Source: an optimization exercise on an open RTL-to-GDS flow (aim: small area, a short achievable clock period and few clock cycles per item). Production flows keep margins and buffers that such runs may drop. The RTL was checked by simulation tests, not by an equivalence proof against the original design. Power is estimated from default activity; no workload was simulated.

== north ==
Design lz77_top, start of the top module:
module lz77_top (
  input  logic                  clk,
  input  logic                  rstn,
  input  logic                  start_i,
  input  logic [BLK_LEN_WD-1:0] cfg_len_i,
  input  logic [DATA_WD-1:0]    rd_dat_i,
  output logic                  rd_val_o,
  output logic                  val_o,
  output logic                  flg_lit_o,
  output logic [DATA_WD-1:0]    dat_lit_o,
  output logic [LEN_WD-1:0]     dat_len_o,
  output logic [DST_WD-1:0]     dat_dst_o,
  output logic                  flg_lst_o,
  output logic                  done_o
);
==> flow/config.mk <==
export PLATFORM = sky130hd
export DESIGN_NAME = lz77_top
export DESIGN_NICKNAME = lz77_top
export VERILOG_FILES = /design/flow/design.v
export SDC_FILE = /design/flow/constraint.sdc
export NUM_CORES = 4
export LEC_CHECK = 0
export CAP_MARGIN = 20
export CORE_MARGIN = 2
export CORE_UTILIZATION = 40
export CTS_BUF_LIST = sky130_fd_sc_hd__clkbuf_16
export CTS_CLUSTER_DIAMETER = 80
export CTS_CLUSTER_SIZE = 30
export PLACE_DENSITY = 0.8
export SETUP_SLACK_MARGIN = 5
export SLEW_MARGIN = 20
==> flow/constraint.sdc <==
create_clock -name core_clock -period 8.0 [get_ports {clk}]
set_input_delay 1.6000 -clock core_clock [delete_from_list [all_inputs] [get_ports {clk}]]
set_output_delay 1.6000 -clock core_clock [all_outputs]
set_load 0.01 [all_outputs]
standard.sh (not shown) runs the stock make flow with config.mk's settings and CLKGATE_MAP_FILE= SYNTH_SCRIPT=/design/flow/synth_recipe.tcl, a recipe that flattens the netlist after the stock synthesis.
==> flow/flow/run.sh <==
#!/bin/bash
# The standard layout with a tighter timing-repair target and small port buffers;
# the clock period and constraints are the design's. ORFS keeps each step's log under orfs/logs.
set -euo pipefail
bash standard.sh SETUP_SLACK_MARGIN=5.46 "BUFFER_PORTS_ARGS=-buffer_cell sky130_fd_sc_hd__buf_2" finish > standard.log 2>&1
north ended with every stage complete and zero timing, DRC or antenna violations.
Testbench counts of north, summed over its fixed seeds: cycles 41,294, bytes 39,715.
#### Input delta (south over north)
- removing PLACE_DENSITY (formerly 0.8)
==> flow/flow/run.sh <==
#!/bin/bash
# The standard layout with a tighter timing-repair target, small port buffers and no dummy
# clock loads; the clock period and constraints are the design's. ORFS keeps each step's log
# under orfs/logs.
set -euo pipefail
bash standard.sh SETUP_SLACK_MARGIN=5.46 "BUFFER_PORTS_ARGS=-buffer_cell sky130_fd_sc_hd__buf_2" \
  "CTS_ARGS=-sink_clustering_enable -repair_clock_nets -sink_clustering_size 30 -sink_clustering_max_diameter 80 -buf_list sky130_fd_sc_hd__clkbuf_16 -dont_use_dummy_load" \
  finish > standard.log 2>&1
Findings:
Compared with north, in south post-layout minimum cycle time -17 ps; combinational fraction of design power +0.4 points; non-clock buffer count +2.5%; largest net degree at the start of global routing -1.
Against north, south comes in 0.37 points higher on overall track demand over capacity in global routing.
Every run in the comparison, north and south, completed the flow with a clean layout.
north and south ended up with nearly the same final area.
The run showing the greater number of vias per cell is north.
Changes in east relative to south:
- putting PLACE_DENSITY at 0.75 where nothing was set
- swapping 40 for 60 in CORE_UTILIZATION
==> flow/flow/run.sh <==
#!/bin/bash
# The standard layout with a tighter timing-repair target and small port buffers;
# the clock period and constraints are the design's. ORFS keeps each step's log under orfs/logs.
set -euo pipefail
bash standard.sh SETUP_SLACK_MARGIN=5.46 "BUFFER_PORTS_ARGS=-buffer_cell sky130_fd_sc_hd__buf_2" finish > standard.log 2>&1
- | clock network power share | lower: south |
- Between south and east, the difference in post-layout instance area is negligible.
- NOTE: flop-to-flop setup slack in east exceeds that of south
- ~same maximum frequency in south and east
- Compared with south, in east final critical path time including I/O delays and setup moved down; sequential share of cell area closely matched the old numbers.

========
lz77_top, a different RTL version from the one above (not shown whole).
For scale: roughly 680 cells after synthesis, ~41 I/O pins.
Design lz77_top, start of the top module:
module lz77_top (
  input  logic                  clk,
  input  logic                  rstn,
  input  logic                  start_i,
  input  logic [BLK_LEN_WD-1:0] cfg_len_i,
  input  logic [DATA_WD-1:0]    rd_dat_i,
  output logic                  rd_val_o,
  output logic                  val_o,
  output logic                  flg_lit_o,
  output logic [DATA_WD-1:0]    dat_lit_o,
  output logic [LEN_WD-1:0]     dat_len_o,
  output logic [DST_WD-1:0]     dat_dst_o,
  output logic                  flg_lst_o,
  output logic                  done_o
);
  logic [WIN_SIZE-1:0] eq;
  logic                nv;
  logic [DATA_WD-1:0]  lit;
  logic                tok_lit;
  logic                tok_mat;
  logic                tok_lst;
  logic [LEN_WD-1:0]   mat_len;
  logic [DST_WD-1:0]   mat_dst;
  lz77_window u_window (
    .clk       (clk),
    .rstn      (rstn),
    .start_i   (start_i),
    .cfg_len_i (cfg_len_i),
    .rd_dat_i  (rd_dat_i),
    .rd_val_o  (rd_val_o),
    .eq_o      (eq),
    .nv_o      (nv),
    .lit_o     (lit)
  );
  lz77_match_search u_match_search (
    .clk       (clk),
    .rstn      (rstn),
    .eq_i      (eq),
    .nv_i      (nv),
    .tok_lit_o (tok_lit),
    .tok_mat_o (tok_mat),
    .tok_lst_o (tok_lst),
    .mat_len_o (mat_len),
    .mat_dst_o (mat_dst)
  );
  lz77_token_out u_token_out (
    .clk       (clk),
    .rstn      (rstn),
    .tok_lit_i (tok_lit),
    .tok_mat_i (tok_mat),
    .tok_lst_i (tok_lst),
    .lit_i     (lit),
    .mat_len_i (mat_len),
    .mat_dst_i (mat_dst),
    .val_o     (val_o),
    .flg_lit_o (flg_lit_o),
    .dat_lit_o (dat_lit_o),
    .dat_len_o (dat_len_o),
  ...
clock: 8.0 ns
lec_check: 0
cap_margin: 20
core_margin: 2
core_utilization: 40
cts_buf_list: sky130_fd_sc_hd__clkbuf_16
cts_cluster_diameter: 80
cts_cluster_size: 30
setup_slack_margin: 5
slew_margin: 20
run.sh (not shown) runs the stock make flow with config.mk's settings and CLKGATE_MAP_FILE= SYNTH_SCRIPT=/design/flow/synth_recipe.tcl, a recipe that flattens the netlist after the stock synthesis.
Stock flow here: none of the scripts above is used.
Testbench counts at the start, summed over its fixed seeds: cycles 41,294, bytes 39,715.
Next try:
==> flow/flow/run.sh (new file) <==
#!/bin/bash
# The standard layout with a tighter timing-repair target and small port buffers;
# the clock period and constraints are the design's. ORFS keeps each step's log under orfs/logs.
set -euo pipefail
bash standard.sh SETUP_SLACK_MARGIN=5.3 "BUFFER_PORTS_ARGS=-buffer_cell sky130_fd_sc_hd__buf_2" finish > standard.log 2>&1
==> flow/standard.sh (new file) <==
#!/bin/bash
# synth_recipe.tcl (not shown) runs the flow's synth.tcl, then flattens the netlist and writes it again
# the make line also repeats each setting of config.mk as NAME=value (left out here)
make -C /OpenROAD-flow-scripts/flow DESIGN_CONFIG=/design/flow/config.mk WORK_HOME=/design/flow/orfs CLKGATE_MAP_FILE= SYNTH_SCRIPT=/design/flow/synth_recipe.tcl "${@:-finish}"
CTS_BUF_LIST = sky130_fd_sc_hd__clkbuf_8   (was sky130_fd_sc_hd__clkbuf_16)
CTS_CLUSTER_DIAMETER = 60   (was 80)
CTS_CLUSTER_SIZE = 20   (was 30)
removed: flow/run.sh
Result:
- The new run finished with timing, DRC and antenna clean
- die area is unchanged
- clock skew rose by 0.010 ns
- global-route usage is lower by 0.39 points
- critical path depth does not change
- power is lower by about 5%
- clock power came out lower by about 13%
- worst setup slack improved by 0.27 ns
- area after synthesis is unchanged
- core utilization falls by 1.7 points
Next try:
CTS_BUF_LIST = sky130_fd_sc_hd__clkbuf_16   (was sky130_fd_sc_hd__clkbuf_8)
CTS_CLUSTER_DIAMETER = 80   (was 60)
CTS_CLUSTER_SIZE = 30   (was 20)
What happened:
- utilization goes up by 0.19 points
- total power goes up by 2.6%
- die area stays the same
- sequential share of layout area goes down by 0.23 points
- clock power goes up by 10%
- register-to-register slack stays flat
- global-route usage goes down by 0.11 points
- setup slack improves by 0.034 ns
- final area goes up by 0.42%
- first-iteration DRC count goes up by 11%
Next try:
==> flow/run.sh (new file) <==
#!/bin/bash
# synth_recipe.tcl (not shown) runs the flow's synth.tcl, then flattens the netlist and writes it again
# the make line also repeats each setting of config.mk as NAME=value (left out here)
make -C /OpenROAD-flow-scripts/flow DESIGN_CONFIG=/design/flow/config.mk WORK_HOME=/design/flow/orfs CLKGATE_MAP_FILE= SYNTH_SCRIPT=/design/flow/synth_recipe.tcl finish
CTS_BUF_LIST = unset   (was sky130_fd_sc_hd__clkbuf_16)
CTS_CLUSTER_DIAMETER = unset   (was 80)
CTS_CLUSTER_SIZE = unset   (was 30)
removed: flow/flow/run.sh
removed: flow/standard.sh
What happened: The changed run completed without violations. Sequential cell count stays the same. Global-route usage grows by 0.90 points. Maximum frequency shrinks by roughly a tenth. Wire length grows by a few percent.
Next try:
==> flow/flow/run.sh (new file) <==
#!/bin/bash
# The standard layout with a tighter timing-repair target and small port buffers;
# the clock period and constraints are the design's. ORFS keeps each step's log under orfs/logs.
set -euo pipefail
bash standard.sh SETUP_SLACK_MARGIN=5.3 "BUFFER_PORTS_ARGS=-buffer_cell sky130_fd_sc_hd__buf_2" finish > standard.log 2>&1
==> flow/standard.sh (new file) <==
#!/bin/bash
# synth_recipe.tcl (not shown) runs the flow's synth.tcl, then flattens the netlist and writes it again
# the make line also repeats each setting of config.mk as NAME=value (left out here)
make -C /OpenROAD-flow-scripts/flow DESIGN_CONFIG=/design/flow/config.mk WORK_HOME=/design/flow/orfs CLKGATE_MAP_FILE= SYNTH_SCRIPT=/design/flow/synth_recipe.tcl "${@:-finish}"
CAP_MARGIN = 0   (was 20)
CTS_BUF_LIST = sky130_fd_sc_hd__clkbuf_8   (was unset)
CTS_CLUSTER_DIAMETER = 60   (was unset)
CTS_CLUSTER_SIZE = 20   (was unset)
SLEW_MARGIN = 0   (was 20)
removed: flow/run.sh
What happened:
- worst hold slack improves by 0.0068 ns
- final cell count decreases by 2.7%
- design area goes down by 8.5%
- synthesized cell count is unchanged
- core utilization goes down by 4.1 points
- combinational power drops by 7.2%
- clock skew stays flat
- first-iteration DRC count came out higher by 4.5%
- clock power decreases by 50%

========
The RTL this note starts from:
==> flow/design.v <==
package lz77_pkg;
  localparam int DATA_WD = 8;
  localparam int WIN_SIZE = 16;
  localparam int DST_WD = 5;
  localparam int LEN_MAX = 8;
  localparam int LEN_MIN = 3;
  localparam int NCAND = WIN_SIZE - LEN_MIN + 1;
  localparam int LEN_WD = 4;
  localparam int BLK_LEN_WD = 8;
endpackage
`timescale 1ns/1ns
import lz77_pkg::*;
module lz77_window (
  input  logic                  clk,
  input  logic                  rstn,
  input  logic                  start_i,
  input  logic [BLK_LEN_WD-1:0] cfg_len_i,
  input  logic [DATA_WD-1:0]    rd_dat_i,
  output logic                  rd_val_o,
  output logic [NCAND-1:0]      eq_o,
  output logic                  nv_o,
  output logic [DATA_WD-1:0]    lit_o
);
  logic                             rd_val_r;
  logic                             rd_out_r;
  logic [BLK_LEN_WD-1:0]            rem_r;
  logic [DST_WD-1:0]                cnt_r;
  logic [WIN_SIZE-1:0][DATA_WD-1:0] hist_r;
  logic [NCAND-1:0]                 vld_w;
  logic [NCAND-1:0]                 eq_w;
  logic [NCAND-1:0]                 eq_r;
  logic                             nv_r;
  logic [BLK_LEN_WD-1:0]            rem_dec_w;
  logic [DST_WD-1:0]                cnt_inc_w;
  always_ff @(posedge clk or negedge rstn) begin
    if (!rstn) begin
      rd_val_r <= 1'b0;
    end else begin
      rd_val_r <= start_i || (rd_val_r && rem_r > BLK_LEN_WD'(1));
    end
  end
  always_ff @(posedge clk or negedge rstn) begin
    if (!rstn) begin
      rd_out_r <= 1'b0;
    end else begin
      rd_out_r <= start_i || (rd_val_r && rem_r != BLK_LEN_WD'(1));
    end
  end
  always_comb begin
    logic low_zero;
    low_zero = 1'b1;
    for (int i = 0; i < BLK_LEN_WD; i++) begin
      rem_dec_w[i] = rem_r[i] ^ low_zero;
      low_zero     = low_zero & !rem_r[i];
    end
  end
  always_ff @(posedge clk) begin
    rem_r <= start_i ? cfg_len_i : rem_dec_w;
  end
  always_comb begin
    logic low_one;
    low_one = 1'b1;
    for (int i = 0; i < DST_WD; i++) begin
      cnt_inc_w[i] = cnt_r[i] ^ low_one;
      low_one      = low_one & cnt_r[i];
    end
  end
  always_ff @(posedge clk) begin
    if (start_i || (rd_val_r && rem_r == BLK_LEN_WD'(1))) begin
      cnt_r <= '0;
    end else if (rd_val_r && !cnt_r[DST_WD-1]) begin
      cnt_r <= cnt_inc_w;
    end
  end
  always_ff @(posedge clk) begin
    hist_r <= {hist_r[WIN_SIZE-2:0], rd_dat_i};
  end
  always_comb begin
    for (int j = 0; j < NCAND; j++) begin
      vld_w[j] = (cnt_r > DST_WD'(j + LEN_MIN - 1));
      eq_w[j]  = vld_w[j] && (rd_dat_i == hist_r[j + LEN_MIN - 1]);
    end
  end
  always_ff @(posedge clk) begin
    eq_r <= eq_w;
  end
  always_ff @(posedge clk or negedge rstn) begin
    if (!rstn) begin
      nv_r <= 1'b0;
    end else begin
      nv_r <= rd_val_r;
    end
  end
  assign rd_val_o = rd_out_r;
  assign eq_o     = eq_r;
  assign nv_o     = nv_r;
  assign lit_o    = hist_r[2];
endmodule
`timescale 1ns/1ns
import lz77_pkg::*;
module lz77_match_search (
  input  logic                clk,
  input  logic                rstn,
  input  logic [NCAND-1:0]    eq_i,
  input  logic                nv_i,
  output logic                tok_lit_o,
  output logic                tok_mat_o,
  output logic                tok_lst_o,
  output logic [LEN_WD-1:0]   mat_len_o,
  output logic [DST_WD-1:0]   mat_dst_o
);
  logic [LEN_WD-1:0]   step_r;
  logic [NCAND-1:0]    p1_r;
  logic [NCAND-1:0]    p2_r;
  logic                near_r;
  logic                nv1_r;
  logic                st2_w;
  logic                stm_w;
  logic [NCAND-1:0]    next_w;
  logic [NCAND-1:0]    ext_w;
  logic [NCAND-1:0]    pair_w;
  logic                any_w;
  logic                lst_w;
  logic                take_w;
  logic [DST_WD-1:0]   prio_dst_w;
  assign st2_w = (step_r == LEN_WD'(2));
  assign stm_w = (step_r >= LEN_WD'(LEN_MIN));
  always_comb begin
    for (int j = 0; j < NCAND; j++) begin
      next_w[j] = (step_r == LEN_WD'(j + LEN_MIN - 1)) && (j + LEN_MIN <= LEN_MAX);
    end
  end
  assign ext_w  = p2_r & eq_i;
  assign pair_w = p1_r & eq_i;
  assign any_w  = (|ext_w) && !step_r[LEN_WD-1];
  always_comb begin
    prio_dst_w = '0;
    for (int j = NCAND - 1; j >= 0; j--) begin
      if (p2_r[j]) begin
        prio_dst_w = DST_WD'(j + LEN_MIN);
      end
    end
    if (near_r) begin
      prio_dst_w = DST_WD'(step_r);
    end
  end
  assign tok_lit_o = st2_w && !any_w;
  assign tok_mat_o = stm_w && !any_w;
  assign lst_w     = st2_w ? !nv1_r : !nv_i;
  assign tok_lst_o = lst_w;
  assign mat_len_o = step_r;
  assign mat_dst_o = prio_dst_w;
  always_ff @(posedge clk or negedge rstn) begin
    if (!rstn) begin
      step_r <= '0;
    end else begin
      case (step_r)
        LEN_WD'(0): if (nv_i) step_r <= LEN_WD'(1);
        LEN_WD'(1): step_r <= LEN_WD'(2);
        LEN_WD'(2): if (any_w) step_r <= LEN_WD'(3);
                    else if (lst_w) step_r <= LEN_WD'(0);
        LEN_WD'(3): if (any_w) step_r <= LEN_WD'(4);
                    else step_r <= lst_w ? LEN_WD'(0) : LEN_WD'(1);
        LEN_WD'(4): if (any_w) step_r <= LEN_WD'(5);
                    else step_r <= lst_w ? LEN_WD'(0) : LEN_WD'(1);
        LEN_WD'(5): if (any_w) step_r <= LEN_WD'(6);
                    else step_r <= lst_w ? LEN_WD'(0) : LEN_WD'(1);
        LEN_WD'(6): if (any_w) step_r <= LEN_WD'(7);
                    else step_r <= lst_w ? LEN_WD'(0) : LEN_WD'(1);
        LEN_WD'(7): if (any_w) step_r <= LEN_WD'(8);
                    else step_r <= lst_w ? LEN_WD'(0) : LEN_WD'(1);
        default:    step_r <= lst_w ? LEN_WD'(0) : LEN_WD'(1);
      endcase
    end
  end
  assign take_w = stm_w || (st2_w && any_w);
  always_ff @(posedge clk) begin
    nv1_r  <= nv_i;
    p1_r   <= eq_i;
    p2_r   <= eq_i & (take_w ? (p2_r & ~next_w) : p1_r);
    near_r <= |(ext_w & next_w);
  end
endmodule
`timescale 1ns/1ns
import lz77_pkg::*;
module lz77_token_out (
  input  logic                  clk,
  input  logic                  rstn,
  input  logic                  tok_lit_i,
  input  logic                  tok_mat_i,
  input  logic                  tok_lst_i,
  input  logic [DATA_WD-1:0]    lit_i,
  input  logic [LEN_WD-1:0]     mat_len_i,
  input  logic [DST_WD-1:0]     mat_dst_i,
  output logic                  val_o,
  output logic                  flg_lit_o,
  output logic [DATA_WD-1:0]    dat_lit_o,
  output logic [LEN_WD-1:0]     dat_len_o,
  output logic [DST_WD-1:0]     dat_dst_o,
  output logic                  flg_lst_o,
  output logic                  done_o
);
  logic               val_r;
  logic               lit_r;
  logic [DATA_WD-1:0] dat_r;
  logic [LEN_WD-1:0]  len_r;
  logic [DST_WD-1:0]  dst_r;
  logic               lst_r;
  logic               done_r;
  logic               tok_w;
  assign tok_w = tok_lit_i || tok_mat_i;
  always_ff @(posedge clk or negedge rstn) begin
    if (!rstn) begin
      val_r  <= 1'b0;
      lit_r  <= 1'b0;
      dat_r  <= '0;
      len_r  <= '0;
      dst_r  <= '0;
      lst_r  <= 1'b0;
      done_r <= 1'b0;
    end else begin
      val_r  <= tok_w;
      lit_r  <= tok_lit_i;
      dat_r  <= tok_lit_i ? lit_i : '0;
      len_r  <= tok_lit_i ? LEN_WD'(1) : (tok_mat_i ? mat_len_i : '0);
      dst_r  <= tok_mat_i ? mat_dst_i : '0;
      lst_r  <= tok_w && tok_lst_i;
      done_r <= lst_r;
    end
  end
  assign val_o     = val_r;
  assign flg_lit_o = lit_r;
  assign dat_lit_o = dat_r;
  assign dat_len_o = len_r;
  assign dat_dst_o = dst_r;
  assign flg_lst_o = lst_r;
  assign done_o    = done_r;
endmodule
`timescale 1ns/1ns
import lz77_pkg::*;
module lz77_top (
  input  logic                  clk,
  input  logic                  rstn,
  input  logic                  start_i,
  input  logic [BLK_LEN_WD-1:0] cfg_len_i,
  input  logic [DATA_WD-1:0]    rd_dat_i,
  output logic                  rd_val_o,
  output logic                  val_o,
  output logic                  flg_lit_o,
  output logic [DATA_WD-1:0]    dat_lit_o,
  output logic [LEN_WD-1:0]     dat_len_o,
  output logic [DST_WD-1:0]     dat_dst_o,
  output logic                  flg_lst_o,
  output logic                  done_o
);
  logic [NCAND-1:0]    eq;
  logic                nv;
  logic [DATA_WD-1:0]  lit;
  logic                tok_lit;
  logic                tok_mat;
  logic                tok_lst;
  logic [LEN_WD-1:0]   mat_len;
  logic [DST_WD-1:0]   mat_dst;
  lz77_window u_window (
    .clk       (clk),
    .rstn      (rstn),
    .start_i   (start_i),
    .cfg_len_i (cfg_len_i),
    .rd_dat_i  (rd_dat_i),
    .rd_val_o  (rd_val_o),
    .eq_o      (eq),
    .nv_o      (nv),
    .lit_o     (lit)
  );
  lz77_match_search u_match_search (
    .clk       (clk),
    .rstn      (rstn),
    .eq_i      (eq),
    .nv_i      (nv),
    .tok_lit_o (tok_lit),
    .tok_mat_o (tok_mat),
    .tok_lst_o (tok_lst),
    .mat_len_o (mat_len),
    .mat_dst_o (mat_dst)
  );
  lz77_token_out u_token_out (
    .clk       (clk),
    .rstn      (rstn),
    .tok_lit_i (tok_lit),
    .tok_mat_i (tok_mat),
    .tok_lst_i (tok_lst),
    .lit_i     (lit),
    .mat_len_i (mat_len),
    .mat_dst_i (mat_dst),
    .val_o     (val_o),
    .flg_lit_o (flg_lit_o),
    .dat_lit_o (dat_lit_o),
    .dat_len_o (dat_len_o),
    .dat_dst_o (dat_dst_o),
    .flg_lst_o (flg_lst_o),
    .done_o    (done_o)
  );
endmodule
Settings: LEC_CHECK=0, CAP_MARGIN=20, CORE_MARGIN=2, CORE_UTILIZATION=40, CTS_BUF_LIST=sky130_fd_sc_hd__clkbuf_16, CTS_CLUSTER_DIAMETER=80, CTS_CLUSTER_SIZE=30, SETUP_SLACK_MARGIN=5, SLEW_MARGIN=20; clock period 8.0 ns.
standard.sh (not shown) runs the stock make flow with config.mk's settings and CLKGATE_MAP_FILE= SYNTH_SCRIPT=/design/flow/synth_recipe.tcl, a recipe that flattens the netlist after the stock synthesis.
==> flow/flow/run.sh <==
#!/bin/bash
# The standard layout with a tighter timing-repair target, small port buffers and no dummy
# clock loads; the clock period and constraints are the design's. ORFS keeps each step's log
# under orfs/logs.
set -euo pipefail
bash standard.sh SETUP_SLACK_MARGIN=5.46 "BUFFER_PORTS_ARGS=-buffer_cell sky130_fd_sc_hd__buf_2" \
  "CTS_ARGS=-repair_clock_nets -buf_list sky130_fd_sc_hd__clkbuf_16 -dont_use_dummy_load" \
  finish > standard.log 2>&1
Testbench counts at the start, summed over its fixed seeds: cycles 41,294, bytes 39,715.
Next try:
--- a/flow/flow/run.sh
+++ b/flow/flow/run.sh
@@ -7 +7 @@
-  "CTS_ARGS=-repair_clock_nets -buf_list sky130_fd_sc_hd__clkbuf_16 -dont_use_dummy_load" \
+  "CTS_ARGS=-sink_clustering_enable -repair_clock_nets -sink_clustering_size 30 -sink_clustering_max_diameter 80 -buf_list sky130_fd_sc_hd__clkbuf_16 -dont_use_dummy_load" \
Outcome: The changed run completed with no timing, DRC or antenna violations; synthesized area does not change; die area is unchanged; register-to-register slack loses 60 ps; routed wire length barely changes; global-route usage is lower by 0.79 points; maximum frequency is lower by 1.3%; clock-buffer cell count is lower by 6; cell count is lower by 0.70%.
Next try:
ABC_AREA = 1   (was default)
Outcome: Wire length grows by about 12%. Die area rises by about 2.7%. Core utilization is lower by 0.44 points. Worst setup slack is worse by 5.9 ps. Global-route usage went up by 0.73 points. Hold slack improved by 21 ps. Design area rose by 2.5%. Via count is higher by 15%.
Next try:
ABC_AREA = default   (was 1)
CORE_UTILIZATION = 55   (was 40)
After rerunning:
- area after synthesis came out lower by 2.7%
- routed wire length came out lower by 14%
- critical path depth is unchanged
- first-iteration DRC count came out lower by 14%
Next try:
CORE_UTILIZATION = 40   (was 55)
PLACE_DENSITY = 0.7   (was default)
After rerunning: The new run produced a clean layout; wire length decreases slightly; register-to-register slack improves by 70 ps; combinational power decreases slightly; via count increases slightly; core utilization decreases by 16 points; die area increases by well over a third; clock power decreases slightly; worst hold slack improves by 6.7 ps; cell count increases by a few percent; sequential power barely changes; power decreases slightly.

==> afterwards: timing with drivers on the ports <==
Ports are ideal in the flow. The routed layouts listed here were re-timed in OpenROAD. Step 1, drivers: a clkbuf_16 drives clk and a buf_2 each remaining input, both assumed. Step 2 moves the port delays by t, midway between the first and last clock arrival at a register: inputs arrive t later, outputs are due t later. That takes back most of the time a late clock gives input paths. Slacks: ideal ports / drivers / drivers and shift; pairs: ideal ports / drivers.
run | shift t [ns] | slack for setup (ns) | worst data-port slew with drivers (ns)
north | 0.504 | 5.397 / 5.353 / 5.140 | 0.03
south | 0.482 | 5.414 / 5.373 / 5.128 | 0.03
east | 0.490 | 5.421 / 5.381 / 5.115 | 0.04
the first run of note 2 | 0.494 | 5.056 / 5.013 / 4.658 | 0.04
the second run of note 2 | 0.532 | 5.323 / 5.284 / 4.989 | 0.04
the third run of note 2 | 0.494 | 5.357 / 5.313 / 4.990 | 0.04
the fourth run of note 2 | 0.547 | 5.034 / 4.990 / 4.585 | 0.04
the fifth run of note 2 | 0.532 | 5.323 / 5.284 / 4.989 | 0.04
the first run of note 3 | 0.466 | 5.463 / 5.420 / 5.020 | 0.03
the second run of note 3 | 0.476 | 5.429 / 5.387 / 5.035 | 0.03
the third run of note 3 | 0.480 | 5.423 / 5.385 / 5.040 | 0.03
the fourth run of note 3 | 0.478 | 5.406 / 5.368 / 5.118 | 0.04
the fifth run of note 3 | 0.469 | 5.418 / 5.380 / 5.048 | 0.03
After both steps setup and hold are still met in every run listed. For the fourth run of note 2, which loses most, drivers alone change the setup slack by -0.044 ns; drivers and shift together by -0.449 ns.
